Background: an optimization exercise with open tools, aiming at small area. Do not read the settings as production practice.
In this exercise RTL edits were held to simulation tests only and were not proved equivalent to the original.
Power and IR drop assume default switching activity.

Design cpu, start of the top module:
module cpu (
	input  logic        clk,
	input  logic        rst_n,
	output logic [15:0] pc,
	input  logic [15:0] instr,
	output logic        hlt,
	output logic        dmem_valid,
	output logic        dmem_write,
	output logic [15:0] dmem_addr,
	output logic [15:0] dmem_wdata,
	input  logic        dmem_ready,
	input  logic [15:0] dmem_rdata
);
Size in the first run: ~720 cells after synthesis, ~300 flip-flops, about 86 I/O pins, about 0.0085 sq mm of cells after synthesis.
==> flow/config.mk <==
export PLATFORM = sky130hd
export DESIGN_NAME = cpu
export DESIGN_NICKNAME = cpu
export VERILOG_FILES = /design/flow/design.v
export SDC_FILE = /design/flow/constraint.sdc
export NUM_CORES = 4
export LEC_CHECK = 0
export ABC_AREA = 1
export CAP_MARGIN = 20
export CORE_MARGIN = 2
export CORE_UTILIZATION = 40
export SLEW_MARGIN = 20
==> flow/constraint.sdc <==
create_clock -name core_clock -period 10.0 [get_ports {clk}]
set_input_delay 2.0000 -clock core_clock [delete_from_list [all_inputs] [get_ports {clk}]]
set_output_delay 2.0000 -clock core_clock [all_outputs]
set_load 0.01 [all_outputs]
standard.sh (not shown) runs the stock make flow with config.mk's settings and CLKGATE_MAP_FILE= SYNTH_SCRIPT=/design/flow/synth_recipe.tcl, a recipe that flattens the netlist after the stock synthesis.
==> flow/flow/run.sh <==
#!/bin/bash
# Standard layout with buf_1 port buffers and a clock tree without dummy loads.
export BUFFER_PORTS_ARGS="-buffer_cell sky130_fd_sc_hd__buf_1"
export CTS_ARGS="-sink_clustering_enable -repair_clock_nets -dont_use_dummy_load -buf_list sky130_fd_sc_hd__clkbuf_8 -sink_clustering_size 20 -sink_clustering_max_diameter 60"
bash standard.sh > standard.log 2>&1
Edit:
==> flow/flow/run.sh (replaced) <==
#!/bin/bash
# Standard layout with buf_1 port buffers and a clock tree without dummy loads.
export BUFFER_PORTS_ARGS="-buffer_cell sky130_fd_sc_hd__buf_1"
export CTS_ARGS="-sink_clustering_enable -repair_clock_nets -dont_use_dummy_load -buf_list sky130_fd_sc_hd__clkbuf_4 -sink_clustering_size 12 -sink_clustering_max_diameter 50"
export RECOVER_POWER=100
bash standard.sh > standard.log 2>&1
Outcome: Cell count climbs by 0.92%. Clock skew climbs by 0.0048 ns. Power falls by about 2.3%. Routed wire length increases by about 0.4%. Worst setup slack is worse by 0.61 ns. Clock power decreases by 9.9%. Non-clock buffer count is unchanged.
Edit:
--- a/flow/flow/run.sh
+++ b/flow/flow/run.sh
@@ -5 +4,0 @@
-export RECOVER_POWER=100
What happened: Via count is about the same; setup slack gains 0.72 ns; final area rose slightly; clock-buffer cell count stays the same; cell count does not change; combinational power rose slightly; power barely changes; die area is unchanged.

---

v43:
cpu, a different RTL version from the one above (not shown whole).
For scale: roughly 540 cells after synthesis, about 0.0079 sq mm of cells after synthesis.
==> flow/design.v (excerpt) <==
module cpu (
	input  logic        clk,
	input  logic        rst_n,
	output logic [15:0] pc,
	input  logic [15:0] instr,
	output logic        hlt,
	output logic        dmem_valid,
	output logic        dmem_write,
	output logic [15:0] dmem_addr,
	output logic [15:0] dmem_wdata,
	input  logic        dmem_ready,
	input  logic [15:0] dmem_rdata
);
Settings: LEC_CHECK=0, ABC_AREA=1, CAP_MARGIN=20, CORE_MARGIN=2, CORE_UTILIZATION=40, SLEW_MARGIN=20; clock period 10.0 ns.
==> flow/flow/run.sh <==
#!/bin/bash
# The standard ORFS flow (standard.sh), with:
#  - an area-oriented ABC script for mapping the combinational logic
#    (registers are mapped before ABC runs, so they are the standard ones)
#  - no extraction of half/full adder cells before ABC (ABC maps them better)
#  - buf_1 cells as the port buffers
#  - a clock tree of clkbuf_4 cells without dummy loads
set -euo pipefail
rm -rf scripts_area
cp -r "$FLOW_HOME/scripts" scripts_area
cp flow/abc_area.script scripts_area/abc_area.script
# after power recovery, repair any slew or capacitance it broke and legalize
python3 - <<'PY'
p = "scripts_area/util.tcl"
s = open(p).read()
a = """  log_cmd repair_timing {*}$additional_args
  report_tns"""
assert a in s
s = s.replace(a, """  log_cmd repair_timing {*}$additional_args
  repair_design_helper
  log_cmd detailed_placement
  report_tns""", 1)
open(p, "w").write(s)
PY
export RECOVER_POWER=100
export BUFFER_PORTS_ARGS="-buffer_cell sky130_fd_sc_hd__buf_1"
export CTS_ARGS="-sink_clustering_enable -repair_clock_nets -dont_use_dummy_load -buf_list sky130_fd_sc_hd__clkbuf_4 -sink_clustering_size 12 -sink_clustering_max_diameter 50"
bash standard.sh SCRIPTS_DIR="$PWD/scripts_area" ADDER_MAP_FILE= finish > standard.log 2>&1
==> flow/flow/abc_area.script <==
strash
dc2
dc2
dc2
&get -n
&dch -f
&nf -a -R 1000
&put
The flow did not stop early for v43: all stages ran, and the layout cleared the timing, DRC and antenna checks.
What v46 does differently from v43 at the input level:
-- flow/flow/run.sh --
<<< v43, line 12
# after power recovery, repair any slew or capacitance it broke and legalize
python3 - <<'PY'
p = "scripts_area/util.tcl"
s = open(p).read()
a = """  log_cmd repair_timing {*}$additional_args
  report_tns"""
assert a in s
s = s.replace(a, """  log_cmd repair_timing {*}$additional_args
  repair_design_helper
  log_cmd detailed_placement
  report_tns""", 1)
open(p, "w").write(s)
PY
export RECOVER_POWER=100
>>> v46, line 12
Results
Total area of multi-input combinational cells: v43 vs v46, no meaningful difference. Status: switching power share of the total parity (v46, v43). The run with more setup slack is v46; v43 has less. Comparing v46 with v43, the final-layout fill cell count came out essentially unchanged. Between v46 and v43, the relative contribution of the clock network to total power does not differ in any meaningful way. Area of the core region: v46 vs v43 identical. The sum of routed wire segments on met1 of v46 falls short of that of v43 by about 1%. The total chip power was comparable across v43 and v46. Going from v43 to v46, total length of routed met3 wires grew slightly. Comparing v43 and v46, the lower cell count along the critical path is on v46. Between v43 and v46, the aggregate routed wire length figures differ only marginally.
What v10 does differently from v46 at the input level:
-- flow/flow/run.sh --
<<< v46, line 8
>>> v10, line 8
#  - power recovery (downsizing cells with slack) after global routing,
#    followed by a design repair pass for any slew it breaks
<<< v46, line 12
>>> v10, line 14
# after power recovery, repair any slew or capacitance it broke and legalize
python3 - <<'PY'
p = "scripts_area/util.tcl"
s = open(p).read()
a = """  log_cmd repair_timing {*}$additional_args
  report_tns"""
assert a in s
s = s.replace(a, """  log_cmd repair_timing {*}$additional_args
  repair_design_helper
  log_cmd detailed_placement
  report_tns""", 1)
open(p, "w").write(s)
PY
export RECOVER_POWER=100
Results
- v10 vs. v46: register-to-register slack lower; final design area excluding fillers roughly the same.
- v10 vs v46, timing endpoint of the critical path: rf[239]$_DFF_P_ vs rf[63]$_DFF_P_
- Between v46 and v10, worst path setup slack after routing is lower for v10, v46 comes in above that.
#### Input delta (v35 over v10)
# v10
export LEC_CHECK = 0
export ABC_AREA = 1
export CAP_MARGIN = 20
export CORE_MARGIN = 2
export CORE_UTILIZATION = 40
export SLEW_MARGIN = 20
create_clock -name core_clock -period 10.0 [get_ports {clk}]
# v35
export LEC_CHECK = 0
export ABC_AREA = 1
export CAP_MARGIN = 0
export CORE_MARGIN = 2
export CORE_UTILIZATION = 40
export SLEW_MARGIN = 0
create_clock -name core_clock -period 10.0 [get_ports {clk}]
-- flow/flow/run.sh --
<<< v10, line 8
#  - power recovery (downsizing cells with slack) after global routing,
#    followed by a design repair pass for any slew it breaks
>>> v35, line 8
<<< v10, line 14
# after power recovery, repair any slew or capacitance it broke and legalize
python3 - <<'PY'
p = "scripts_area/util.tcl"
s = open(p).read()
a = """  log_cmd repair_timing {*}$additional_args
  report_tns"""
assert a in s
s = s.replace(a, """  log_cmd repair_timing {*}$additional_args
  repair_design_helper
  log_cmd detailed_placement
  report_tns""", 1)
open(p, "w").write(s)
PY
export RECOVER_POWER=100
>>> v35, line 12
### Flow results
On clock-cell share of area, v35 tracks v10 almost exactly.
The final design instance area without fill on v35 is in line with that on v10.
Taking v10 as the reference, in v35 total power about even, clock network power consumption about even, relative area change from synthesis to final layout rose 0.19 points.
The number of detailed-routing iterations run before antenna repair in v35 was higher than what v10 gave.

afterwards: timing with drivers on the ports:
How much do the figures lean on ideal ports? The routed layouts below were timed once more, with nothing changed but the port constraints.
Step 1: set_driving_cell puts a clkbuf_16 on clk and a buf_2 on each other input, an assumption about the parent block.
Step 2 moves the port delays by t, midway between the first and last clock arrival at a register: inputs arrive t later, outputs are due t later. That takes back most of the time a late clock gives input paths.
Slacks: ideal ports / drivers / drivers and shift; pairs: ideal ports / drivers.
run | shift t [ns] | setup WS [ns] | latest minus earliest clock arrival (ns) | worst slew at a driven data input, ns
the first run of note 1 | 0.545 | 4.678 / 4.678 / 4.133 | 0.073 / 0.073 | 0.05
the second run of note 1 | 0.647 | 4.070 / 4.069 / 3.422 | 0.077 / 0.078 | 0.05
the third run of note 1 | 0.651 | 4.791 / 4.794 / 4.143 | 0.082 / 0.081 | 0.05
v43 | 0.667 | 3.875 / 3.867 / 3.200 | 0.097 / 0.098 | 0.05
v46 | 0.665 | 4.162 / 4.153 / 3.487 | 0.097 / 0.097 | 0.05
v10 | 0.667 | 3.875 / 3.867 / 3.200 | 0.097 / 0.098 | 0.05
v35 | 0.665 | 4.162 / 4.153 / 3.487 | 0.097 / 0.097 | 0.05
After both steps every run listed still meets setup and hold.
